Background: an optimization exercise with open tools, aiming at small area. Do not read the settings as production practice.
Function was checked by simulation only, so behaviour that the tests miss may differ from the original.
Power is estimated from default activity; no workload was simulated. The flow treats the clock pin as an ideal source, which a real chip does not have.

Design row_replay_reader, start of the top module:
module row_replay_reader #(
    parameter int DATA_WIDTH = 24,
    parameter int IMG_WIDTH  = 128,
    parameter int SCALE      = 2
) (
    input  logic                  clk,
    input  logic                  rst,
    input  logic                  ce,
    input  logic [DATA_WIDTH-1:0] s_data,
    input  logic                  s_valid,
    output logic                  s_ready,
    output logic [DATA_WIDTH-1:0] m_data,
    output logic                  m_valid,
    input  logic                  m_ready,
    output logic                  m_last,
    output logic                  m_done
);
Settings: LEC_CHECK=0, ABC_CLOCK_PERIOD_IN_PS=6000, CAP_MARGIN=20, CORE_MARGIN=2, CORE_UTILIZATION=45, CTS_CLUSTER_DIAMETER=50, CTS_CLUSTER_SIZE=20, PLACE_DENSITY=0.6, SLEW_MARGIN=20; clock period 15.0 ns.
standard.sh (not shown) runs the stock make flow with config.mk's settings and CLKGATE_MAP_FILE= SYNTH_SCRIPT=/design/flow/synth_recipe.tcl, a recipe that flattens the netlist after the stock synthesis.
==> flow/flow/run.sh <==
#!/bin/bash
# Standard ORFS layout; clock tree synthesis without dummy loads, ports buffered with buf_1.
set -e
export CTS_ARGS="-sink_clustering_enable -repair_clock_nets -sink_clustering_size 20 -sink_clustering_max_diameter 50 -buf_list {sky130_fd_sc_hd__clkbuf_4 sky130_fd_sc_hd__clkbuf_8} -dont_use_dummy_load"
export BUFFER_PORTS_ARGS="-buffer_cell sky130_fd_sc_hd__buf_1"
bash standard.sh > standard.log 2>&1
The starting point produced a clean layout.
Rerun with:
==> flow/run.sh (new file) <==
#!/bin/bash
# synth_recipe.tcl (not shown) runs the flow's synth.tcl, then flattens the netlist and writes it again
# the make line also repeats each setting of config.mk as NAME=value (left out here)
make -C /OpenROAD-flow-scripts/flow DESIGN_CONFIG=/design/flow/config.mk WORK_HOME=/design/flow/orfs CLKGATE_MAP_FILE= SYNTH_SCRIPT=/design/flow/synth_recipe.tcl finish
--- a/flow/config.mk
+++ b/flow/config.mk
@@ -11,0 +12 @@
+export CTS_BUF_LIST = sky130_fd_sc_hd__clkbuf_8
removed: flow/flow/run.sh
removed: flow/standard.sh
What happened:
- clock power rises by 10%
- power came out higher by 2.5%
- count of clock-buffer cells in the layout goes up by 11
- design area is higher by 1.4%
- via count went up by 0.55%
Rerun with:
==> flow/flow/run.sh (new file) <==
#!/bin/bash
# Standard ORFS layout; clock tree synthesis without dummy loads, ports buffered with buf_1.
set -e
export CTS_ARGS="-sink_clustering_enable -repair_clock_nets -sink_clustering_size 11 -sink_clustering_max_diameter 35 -buf_list sky130_fd_sc_hd__clkbuf_4 -dont_use_dummy_load"
export BUFFER_PORTS_ARGS="-buffer_cell sky130_fd_sc_hd__buf_1"
bash standard.sh > standard.log 2>&1
==> flow/standard.sh (new file) <==
#!/bin/bash
# synth_recipe.tcl (not shown) runs the flow's synth.tcl, then flattens the netlist and writes it again
# the make line also repeats each setting of config.mk as NAME=value (left out here)
make -C /OpenROAD-flow-scripts/flow DESIGN_CONFIG=/design/flow/config.mk WORK_HOME=/design/flow/orfs CLKGATE_MAP_FILE= SYNTH_SCRIPT=/design/flow/synth_recipe.tcl "${@:-finish}"
removed: flow/run.sh
=> Worst setup slack gains 750 ps; clock skew is higher by 55 ps; total power is lower by 2.0%; wire length is higher by 0.42%; critical path depth stays the same; via count is higher by 2.9%; design area is lower by 1.2%; non-clock buffer count is unchanged; register-to-register slack gains 80 ps.
Rerun with:
==> flow/flow/run.sh (replaced) <==
#!/bin/bash
# Standard ORFS layout; clock tree synthesis without dummy loads, ports buffered with buf_1.
set -e
export CTS_ARGS="-sink_clustering_enable -repair_clock_nets -sink_clustering_size 21 -sink_clustering_max_diameter 45 -buf_list sky130_fd_sc_hd__clkbuf_8 -dont_use_dummy_load"
export BUFFER_PORTS_ARGS="-buffer_cell sky130_fd_sc_hd__buf_1"
bash standard.sh > standard.log 2>&1
Outcome: Core utilization hardly moves. Clock-buffer cell count came out lower by 169. Wire length came out lower by 1.8%. Cell area hardly moves. Clock skew came out lower by 12 ps. Register-to-register slack got worse by 20 ps. Synthesized area is unchanged. Final cell count came out lower by about 2.6%. First-iteration DRC count came out higher by 6.3%. Setup slack improved by 4.6 ps.

---

== the reference run ==
row_replay_reader, a different RTL version from the one above (not shown whole).
For scale: roughly 3900 cells after synthesis, about 57 I/O pins.
==> flow/config.mk <==
export PLATFORM = sky130hd
export DESIGN_NAME = row_replay_reader
export DESIGN_NICKNAME = row_replay_reader
export VERILOG_FILES = /design/flow/design.v
export SDC_FILE = /design/flow/constraint.sdc
export NUM_CORES = 4
export LEC_CHECK = 0
export ABC_CLOCK_PERIOD_IN_PS = 6000
export CAP_MARGIN = 20
export CORE_MARGIN = 2
export CORE_UTILIZATION = 45
export CTS_BUF_LIST = sky130_fd_sc_hd__clkbuf_8
export CTS_CLUSTER_DIAMETER = 50
export CTS_CLUSTER_SIZE = 20
export PLACE_DENSITY = 0.6
export SLEW_MARGIN = 20
==> flow/constraint.sdc <==
create_clock -name core_clock -period 15.0 [get_ports {clk}]
set_input_delay 3.0000 -clock core_clock [delete_from_list [all_inputs] [get_ports {clk}]]
set_output_delay 3.0000 -clock core_clock [all_outputs]
set_load 0.01 [all_outputs]
run.sh (not shown) runs the stock make flow with config.mk's settings and CLKGATE_MAP_FILE= SYNTH_SCRIPT=/design/flow/synth_recipe.tcl, a recipe that flattens the netlist after the stock synthesis.
Stock flow here: none of the scripts above is used.
What the trial run does differently from the reference run at the input level:
--- a/flow/config.mk
+++ b/flow/config.mk
@@ -12,3 +12,3 @@
-export CTS_BUF_LIST = sky130_fd_sc_hd__clkbuf_8
-export CTS_CLUSTER_DIAMETER = 50
-export CTS_CLUSTER_SIZE = 20
+export CTS_BUF_LIST = sky130_fd_sc_hd__clkbuf_4
+export CTS_CLUSTER_DIAMETER = 35
+export CTS_CLUSTER_SIZE = 11
- For peak supply drop, dividing the value from the reference run by the value from the trial run gives 1.09.
- The reference run → the trial run: final critical-path setup slack has decreased, proportion of power drawn by the clock network has increased.
- Worst slack on hold paths for the trial run: 32 ps down relative to the reference run
- First-iteration DRC count, the reference run and the trial run, lower one = the trial run.

---

Setup of v16:
row_replay_reader, a different RTL version from the one above (not shown whole).
For scale: ~4300 cells after synthesis, ~3100 flip-flops, roughly 57 I/O pins, about 0.069 mm2 of cells after synthesis.
==> flow/config.mk <==
export PLATFORM = sky130hd
export DESIGN_NAME = row_replay_reader
export DESIGN_NICKNAME = row_replay_reader
export VERILOG_FILES = /design/flow/design.v
export SDC_FILE = /design/flow/constraint.sdc
export NUM_CORES = 4
export LEC_CHECK = 0
export ABC_CLOCK_PERIOD_IN_PS = 6000
export CAP_MARGIN = 20
export CORE_MARGIN = 2
export CORE_UTILIZATION = 45
export CTS_BUF_LIST = sky130_fd_sc_hd__clkbuf_8
export CTS_CLUSTER_DIAMETER = 65
export CTS_CLUSTER_SIZE = 20
export PLACE_DENSITY = 0.6
export SLEW_MARGIN = 20
==> flow/constraint.sdc <==
create_clock -name core_clock -period 15.0 [get_ports {clk}]
set_input_delay 3.0000 -clock core_clock [delete_from_list [all_inputs] [get_ports {clk}]]
set_output_delay 3.0000 -clock core_clock [all_outputs]
set_load 0.01 [all_outputs]
standard.sh (not shown) runs the stock make flow with config.mk's settings and CLKGATE_MAP_FILE= SYNTH_SCRIPT=/design/flow/synth_recipe.tcl, a recipe that flattens the netlist after the stock synthesis.
==> flow/flow/run.sh <==
#!/bin/bash
# Standard ORFS layout; clock tree synthesis without dummy loads, ports buffered with buf_1.
set -e
export CTS_ARGS="-sink_clustering_enable -repair_clock_nets -sink_clustering_size 20 -sink_clustering_max_diameter 65 -buf_list sky130_fd_sc_hd__clkbuf_8 -dont_use_dummy_load"
export BUFFER_PORTS_ARGS="-buffer_cell sky130_fd_sc_hd__buf_1"
bash standard.sh > standard.log 2>&1
Inputs modified between v16 and v35:
Settings: CTS_CLUSTER_DIAMETER: 65 -> 100.
-- flow/flow/run.sh --
<<< v16, line 4
export CTS_ARGS="-sink_clustering_enable -repair_clock_nets -sink_clustering_size 20 -sink_clustering_max_diameter 65 -buf_list sky130_fd_sc_hd__clkbuf_8 -dont_use_dummy_load"
>>> v35, line 4
export CTS_ARGS="-sink_clustering_enable -repair_clock_nets -sink_clustering_size 20 -sink_clustering_max_diameter 100 -buf_list sky130_fd_sc_hd__clkbuf_8 -dont_use_dummy_load"
[summary]
- v35 completed every stage of the flow, and the final layout passed the timing, DRC and antenna checks.
- Number of antenna violations at the first check in global routing: lower on v35
- In terms of area growth from synthesis to layout, v16 and v35 differ only marginally.
- ~same power per standard cell area in v35 and v16
- From v16 to v35 the numbers moved as follows: portion of total power attributed to sequential cells has remained practically unchanged, area taken by flip-flops and latches has remained practically unchanged.

---

row_replay_reader with an RTL version that a note above also has.
For scale: ~57 I/O pins, about 0.069 mm^2 of cells after synthesis.
export LEC_CHECK = 0
export ABC_CLOCK_PERIOD_IN_PS = 6000
export CAP_MARGIN = 20
export CORE_MARGIN = 2
export CORE_UTILIZATION = 45
export CTS_BUF_LIST = sky130_fd_sc_hd__clkbuf_8
export CTS_CLUSTER_DIAMETER = 50
export CTS_CLUSTER_SIZE = 20
export PLACE_DENSITY = 0.6
export SLEW_MARGIN = 20
create_clock -name core_clock -period 15.0 [get_ports {clk}]
==> flow/flow/run.sh <==
#!/bin/bash
# Standard ORFS layout; clock tree synthesis without dummy loads, ports buffered with buf_1.
set -e
export CTS_ARGS="-sink_clustering_enable -repair_clock_nets -sink_clustering_size 34 -sink_clustering_max_diameter 70 -buf_list sky130_fd_sc_hd__clkbuf_16 -dont_use_dummy_load"
export BUFFER_PORTS_ARGS="-buffer_cell sky130_fd_sc_hd__buf_1"
bash standard.sh > standard.log 2>&1
Rerun with:
==> flow/flow/run.sh (replaced) <==
#!/bin/bash
# Standard ORFS layout, with clock tree synthesis told not to add dummy loads.
set -e
export CTS_ARGS="-sink_clustering_enable -repair_clock_nets -sink_clustering_size 20 -sink_clustering_max_diameter 50 -buf_list sky130_fd_sc_hd__clkbuf_8 -dont_use_dummy_load"
bash standard.sh > standard.log 2>&1
Result: Global-route usage grows by 0.31 points; flip-flop and latch count is unchanged; synthesized area does not change; die area does not change.

-- static timing again, ports no longer ideal --
Ports are ideal in the flow. The routed layouts listed here were re-timed in OpenROAD. Step 1 assumes that a clkbuf_16 drives the clock port and a buf_2 every other input. Step 2 moves the port delays by t, midway between the first and last clock arrival at a register: inputs arrive t later, outputs are due t later. That takes back most of the time a late clock gives input paths. a / b / c = ideal / step 1 / step 2; a / b = the first two.
| run | t (ns) | slack for setup (ns) | worst hold slack (ns) | clock arrival spread, ns |
|---|---|---|---|---|
| the first run of note 1 | 0.919 | 8.417 / 8.395 / 8.395 | 0.251 / 0.251 / 0.251 | 0.128 / 0.128 |
| the second run of note 1 | 0.976 | 7.667 / 7.644 / 7.644 | 0.300 / 0.300 / 0.300 | 0.063 / 0.063 |
| the third run of note 1 | 1.243 | 8.417 / 8.395 / 8.395 | 0.268 / 0.268 / 0.268 | 0.123 / 0.123 |
| the fourth run of note 1 | 0.920 | 8.422 / 8.400 / 8.400 | 0.267 / 0.267 / 0.267 | 0.138 / 0.138 |
| the reference run | 0.956 | 7.296 / 7.230 / 7.618 | 0.311 / 0.311 / 0.311 | 0.057 / 0.058 |
| the trial run | 1.296 | 6.980 / 6.915 / 7.617 | 0.279 / 0.279 / 0.279 | 0.083 / 0.083 |
| v16 | 0.895 | 8.543 / 8.519 / 8.519 | 0.209 / 0.209 / 0.209 | 0.165 / 0.165 |
| v35 | 0.913 | 8.543 / 8.519 / 8.519 | 0.231 / 0.231 / 0.231 | 0.144 / 0.144 |
| the first run of note 4 | 0.776 | 8.411 / 8.389 / 8.389 | 0.269 / 0.269 / 0.269 | 0.099 / 0.100 |
| the second run of note 4 | 0.940 | 7.672 / 7.649 / 7.649 | 0.239 / 0.239 / 0.239 | 0.138 / 0.137 |
After both steps every run listed still meets setup and hold.
